This design comes from an exercise in tuning for small area, a short achievable clock period and few clock cycles per item on the open sky130 flow, not from production work.

Setup of build 41:
==> flow/design.v <==
package ascon_pkg;
  localparam int unsigned STATE_W = 320;
  localparam int unsigned WORD_W  = 64;
  localparam int unsigned IDX_W   = 4;
  localparam int unsigned N_RC    = 12;
  function automatic logic [7:0] rc_tab(input logic [IDX_W-1:0] idx);
    case (idx)
      4'd0:    rc_tab = 8'hf0;
      4'd1:    rc_tab = 8'he1;
      4'd2:    rc_tab = 8'hd2;
      4'd3:    rc_tab = 8'hc3;
      4'd4:    rc_tab = 8'hb4;
      4'd5:    rc_tab = 8'ha5;
      4'd6:    rc_tab = 8'h96;
      4'd7:    rc_tab = 8'h87;
      4'd8:    rc_tab = 8'h78;
      4'd9:    rc_tab = 8'h69;
      4'd10:   rc_tab = 8'h5a;
      4'd11:   rc_tab = 8'h4b;
      default: rc_tab = 8'h00;
    endcase
  endfunction
endpackage
module ascon_inv_h1
(
  input  logic [319:0] i_state,
  output logic [319:0] o_state
);
  logic [63:0] a0;
  assign a0 = i_state[319:256];
  logic [63:0] p0_1, p0_2, p0_3;
  assign p0_1 = a0 ^ {a0[7:0], a0[63:8]} ^ {a0[39:0], a0[63:40]};
  assign p0_2 = p0_1 ^ {p0_1[7:0], p0_1[63:8]} ^ {p0_1[45:0], p0_1[63:46]};
  assign p0_3 = p0_2 ^ {p0_2[8:0], p0_2[63:9]} ^ {p0_2[44:0], p0_2[63:45]};
  assign o_state[319:256] = p0_3;
  logic [63:0] a1;
  assign a1 = i_state[255:192];
  logic [63:0] p1_1, p1_2, p1_3, p1_4;
  assign p1_1 = a1 ^ {a1[2:0], a1[63:3]} ^ {a1[41:0], a1[63:42]};
  assign p1_2 = p1_1 ^ {p1_1[3:0], p1_1[63:4]} ^ {p1_1[7:0], p1_1[63:8]};
  assign p1_3 = p1_2 ^ {p1_2[3:0], p1_2[63:4]} ^ {p1_2[31:0], p1_2[63:32]};
  assign p1_4 = p1_3 ^ {p1_3[5:0], p1_3[63:6]} ^ {p1_3[19:0], p1_3[63:20]};
  assign o_state[255:192] = p1_4;
  logic [63:0] a2;
  assign a2 = i_state[191:128];
  logic [63:0] p2_1, p2_2, p2_3, p2_4;
  assign p2_1 = a2 ^ {a2[0:0], a2[63:1]} ^ {a2[5:0], a2[63:6]};
  assign p2_2 = p2_1 ^ {p2_1[1:0], p2_1[63:2]} ^ {p2_1[11:0], p2_1[63:12]};
  assign p2_3 = p2_2 ^ {p2_2[3:0], p2_2[63:4]} ^ {p2_2[19:0], p2_2[63:20]};
  assign p2_4 = p2_3 ^ {p2_3[3:0], p2_3[63:4]} ^ {p2_3[31:0], p2_3[63:32]};
  assign o_state[191:128] = p2_4;
  logic [63:0] a3;
  assign a3 = i_state[127:64];
  logic [63:0] p3_1, p3_2, p3_3, p3_4;
  assign p3_1 = a3 ^ {a3[3:0], a3[63:4]} ^ {a3[11:0], a3[63:12]};
  assign p3_2 = p3_1 ^ {p3_1[6:0], p3_1[63:7]} ^ {p3_1[53:0], p3_1[63:54]};
  assign p3_3 = p3_2 ^ {p3_2[7:0], p3_2[63:8]} ^ {p3_2[19:0], p3_2[63:20]};
  assign p3_4 = p3_3 ^ {p3_3[7:0], p3_3[63:8]} ^ {p3_3[43:0], p3_3[63:44]};
  assign o_state[127:64] = p3_4;
  logic [63:0] a4;
  assign a4 = i_state[63:0];
  logic [63:0] p4_1, p4_2, p4_3, p4_4;
  assign p4_1 = a4 ^ {a4[3:0], a4[63:4]} ^ {a4[11:0], a4[63:12]};
  assign p4_2 = p4_1 ^ {p4_1[3:0], p4_1[63:4]} ^ {p4_1[49:0], p4_1[63:50]};
  assign p4_3 = p4_2 ^ {p4_2[3:0], p4_2[63:4]} ^ {p4_2[55:0], p4_2[63:56]};
  assign p4_4 = p4_3 ^ {p4_3[6:0], p4_3[63:7]} ^ {p4_3[40:0], p4_3[63:41]};
  assign o_state[63:0] = p4_4;
endmodule
module ascon_inv_h2
(
  input  logic [319:0] i_state,
  input  logic [7:0]   i_rc,
  output logic [319:0] o_state
);
  logic [63:0] l0, l1, l2, l3, l4;
  logic [63:0] b0;
  assign b0 = i_state[319:256];
  logic [63:0] q0_1;
  assign q0_1 = b0 ^ {b0[11:0], b0[63:12]} ^ {b0[47:0], b0[63:48]};
  assign l0 = {q0_1[50:0], q0_1[63:51]};
  logic [63:0] b1;
  assign b1 = i_state[255:192];
  logic [63:0] q1_1;
  assign q1_1 = b1 ^ {b1[11:0], b1[63:12]} ^ {b1[47:0], b1[63:48]};
  assign l1 = {q1_1[18:0], q1_1[63:19]};
  logic [63:0] b2;
  assign b2 = i_state[191:128];
  logic [63:0] q2_1;
  assign q2_1 = b2 ^ {b2[7:0], b2[63:8]} ^ {b2[35:0], b2[63:36]};
  assign l2 = {q2_1[3:0], q2_1[63:4]};
  logic [63:0] b3;
  assign b3 = i_state[127:64];
  logic [63:0] q3_1;
  assign q3_1 = b3 ^ {b3[13:0], b3[63:14]} ^ {b3[43:0], b3[63:44]};
  assign l3 = {q3_1[25:0], q3_1[63:26]};
  logic [63:0] b4;
  assign b4 = i_state[63:0];
  logic [63:0] q4_1;
  assign q4_1 = b4 ^ {b4[19:0], b4[63:20]} ^ {b4[39:0], b4[63:40]};
  assign l4 = {q4_1[53:0], q4_1[63:54]};
  logic [63:0] y0, y1, y2, y3, y4;
  logic [63:0] z0, z1, z2, z3, z4;
  logic [63:0] u2, u4;
  assign y2 = ~l2;
  assign y3 = l3 ^ y2;
  assign y0 = l0 ^ l4;
  assign y1 = l1 ^ y0;
  assign y4 = l4;
  assign z0 = y0 ^ (~y1 & (y2 ^ (~y3 & y4)));
  assign z1 = y1 ^ (~y2 & (y3 ^ (~y4 & y0)));
  assign z2 = y2 ^ (~y3 & (y4 ^ (~y0 & y1)));
  assign z3 = y3 ^ (~y4 & (y0 ^ (~y1 & y2)));
  assign z4 = y4 ^ (~y0 & (y1 ^ (~y2 & y3)));
  assign u2 = z2 ^ z1;
  assign u4 = z4 ^ z3;
  assign o_state = {z0 ^ u4, z1, u2 ^ {56'd0, i_rc}, z3, u4};
endmodule
module ascon_inv_round
(
  input  logic [319:0] i_state,
  input  logic [7:0]   i_rc,
  output logic [319:0] o_state
);
  logic [319:0] w_mid;
  ascon_inv_h1 u_h1 (.i_state(i_state), .o_state(w_mid));
  ascon_inv_h2 u_h2 (.i_state(w_mid), .i_rc(i_rc), .o_state(o_state));
endmodule
module ascon_inv_permutation
(
  input  logic         clk,
  input  logic         rst,
  input  logic         in_valid,
  output logic         in_ready,
  input  logic [319:0] in_state,
  input  logic [3:0]   in_rounds,
  output logic         out_valid,
  input  logic         out_ready,
  output logic [319:0] out_state,
  output logic         busy
);
  logic [319:0] r_a, r_b;
  logic [319:0] w_h1_in, w_h1, w_h2;
  logic         r_va, r_da;
  logic [3:0]   r_ra, r_ia;
  logic         r_vb;
  logic [3:0]   r_rb, r_ib;
  logic         r_rb_is1;
  logic         r_run;
  logic         r_aempty, r_ordok;
  logic         r_ov, r_busy;
  logic         w_is6, w_is8;
  logic [3:0]   w_a;
  logic         w_stall, w_acc;
  logic         n_va, n_da, n_vb, n_run;
  logic [3:0]   n_rb;
  assign w_stall  = r_ov & ~out_ready;
  assign in_ready = r_ordok & (r_aempty | (r_ov & out_ready));
  assign w_acc    = in_valid & in_ready;
  assign w_is6 = (in_rounds == 4'd6);
  assign w_is8 = (in_rounds == 4'd8);
  assign w_a   = w_is6 ? 4'd6 : (w_is8 ? 4'd8 : 4'd12);
  assign w_h1_in = r_run ? r_a : in_state;
  ascon_inv_h1 u_h1 (
    .i_state (w_h1_in),
    .o_state (w_h1)
  );
  ascon_inv_h2 u_h2 (
    .i_state (r_b),
    .i_rc    (ascon_pkg::rc_tab(r_ib)),
    .o_state (w_h2)
  );
  always_ff @(posedge clk) begin
    if (!w_stall) begin
      r_b <= w_h1;
      r_a <= w_h2;
    end
  end
  assign n_va  = r_vb;
  assign n_da  = r_vb & r_rb_is1;
  assign n_run = r_vb & ~r_rb_is1;
  assign n_vb  = r_run | w_acc;
  assign n_rb  = r_run ? r_ra : w_a;
  always_ff @(posedge clk or posedge rst) begin
    if (rst) begin
      r_va     <= 1'b0;
      r_da     <= 1'b0;
      r_run    <= 1'b0;
      r_ra     <= 4'd0;
      r_ia     <= 4'd0;
      r_vb     <= 1'b0;
      r_rb     <= 4'd0;
      r_ib     <= 4'd0;
      r_rb_is1 <= 1'b0;
      r_aempty <= 1'b0;
      r_ordok  <= 1'b0;
      r_ov     <= 1'b0;
      r_busy   <= 1'b0;
    end else if (!w_stall) begin
      r_va     <= n_va;
      r_da     <= n_da;
      r_run    <= n_run;
      r_ra     <= r_rb - 4'd1;
      r_ia     <= r_ib - 4'd1;
      r_vb     <= n_vb;
      r_rb     <= n_rb;
      r_ib     <= r_run ? r_ia : 4'd11;
      r_rb_is1 <= (n_rb == 4'd1);
      r_aempty <= ~n_va;
      r_ordok  <= ~n_vb | (n_rb <= 4'd6) | (in_valid & ~w_acc & (n_rb <= w_a));
      r_ov     <= n_da;
      r_busy   <= n_va | n_vb;
    end
  end
  assign out_valid = r_ov;
  assign busy      = r_busy;
  assign out_state = r_a;
endmodule
==> flow/config.mk <==
export PLATFORM = sky130hd
export DESIGN_NAME = ascon_inv_permutation
export DESIGN_NICKNAME = ascon_inv_permutation
export VERILOG_FILES = /design/flow/design.v
export SDC_FILE = /design/flow/constraint.sdc
export NUM_CORES = 4
export LEC_CHECK = 0
export CAP_MARGIN = 20
export CORE_MARGIN = 2
export CORE_UTILIZATION = 40
export CTS_BUF_LIST = sky130_fd_sc_hd__clkbuf_8
export SETUP_SLACK_MARGIN = 3.8
export SLEW_MARGIN = 20
export SYNTH_HIERARCHICAL = 1
==> flow/constraint.sdc <==
create_clock -name core_clock -period 7.0 [get_ports {clk}]
set_input_delay 1.4000 -clock core_clock [delete_from_list [all_inputs] [get_ports {clk}]]
set_output_delay 1.4000 -clock core_clock [all_outputs]
set_load 0.01 [all_outputs]
standard.sh (not shown) runs the stock make flow with config.mk's settings and CLKGATE_MAP_FILE= SYNTH_SCRIPT=/design/flow/synth_recipe.tcl, a recipe that flattens the netlist after the stock synthesis.
==> flow/flow/run.sh <==
#!/bin/bash
# The standard ORFS layout (the standard.sh, all steps, standard synthesis),
# with one change: the buffers that buffer_ports puts on every input and output
# port are buf_1 cells instead of the default delay-buffer cell.
set -euo pipefail
export BUFFER_PORTS_ARGS="-buffer_cell sky130_fd_sc_hd__buf_1"
bash standard.sh finish > standard_flow.log 2>&1
Build 41 closes out successfully: all stages finished, all timing, DRC and antenna checks passed.
[inputs] build 91 vs build 41
- removing SYNTH_HIERARCHICAL (formerly 1)
Results
[compare] base=build 41 new=build 91: global routing usage on met1 moved down, final area moved up. Cells: build 91 has more instances than build 41. Summary of build 91 over build 41: layout-stage area growth over the synthesis result now smaller.
No run of this note included a check of the RTL's function; only the layout flow was run.

-- separate check: timing with driven ports --
In the flow no input, the clock included, has a driving cell. The finished layouts below were timed again as built, in two steps.
Step 1 sets driving cells, clkbuf_16 on the clock port and buf_2 on the other inputs (assumed; they add their load-dependent delay and slew).
Step 2 times the ports against the registers' clock, not the clock port: input delays grow and output delays shrink by t, the midpoint of the rising clock arrivals with the driver on.
a / b / c = ideal / step 1 / step 2; a / b = the first two.
| run | t (ns) | slack for setup (ns) | hold slack, ns | worst register clock-pin slew, ns |
|---|---|---|---|---|
| build 41 | 0.999 | 3.293 / 3.293 / 2.835 | 0.407 / 0.379 / 0.508 | 0.08 / 0.08 |
| build 91 | 0.980 | 3.575 / 3.556 / 2.576 | 0.498 / 0.498 / 0.498 | 0.07 / 0.07 |
After both steps every run listed still meets setup and hold. For build 91, which loses most, drivers alone change the setup slack by -0.019 ns; drivers and shift together by -0.999 ns.
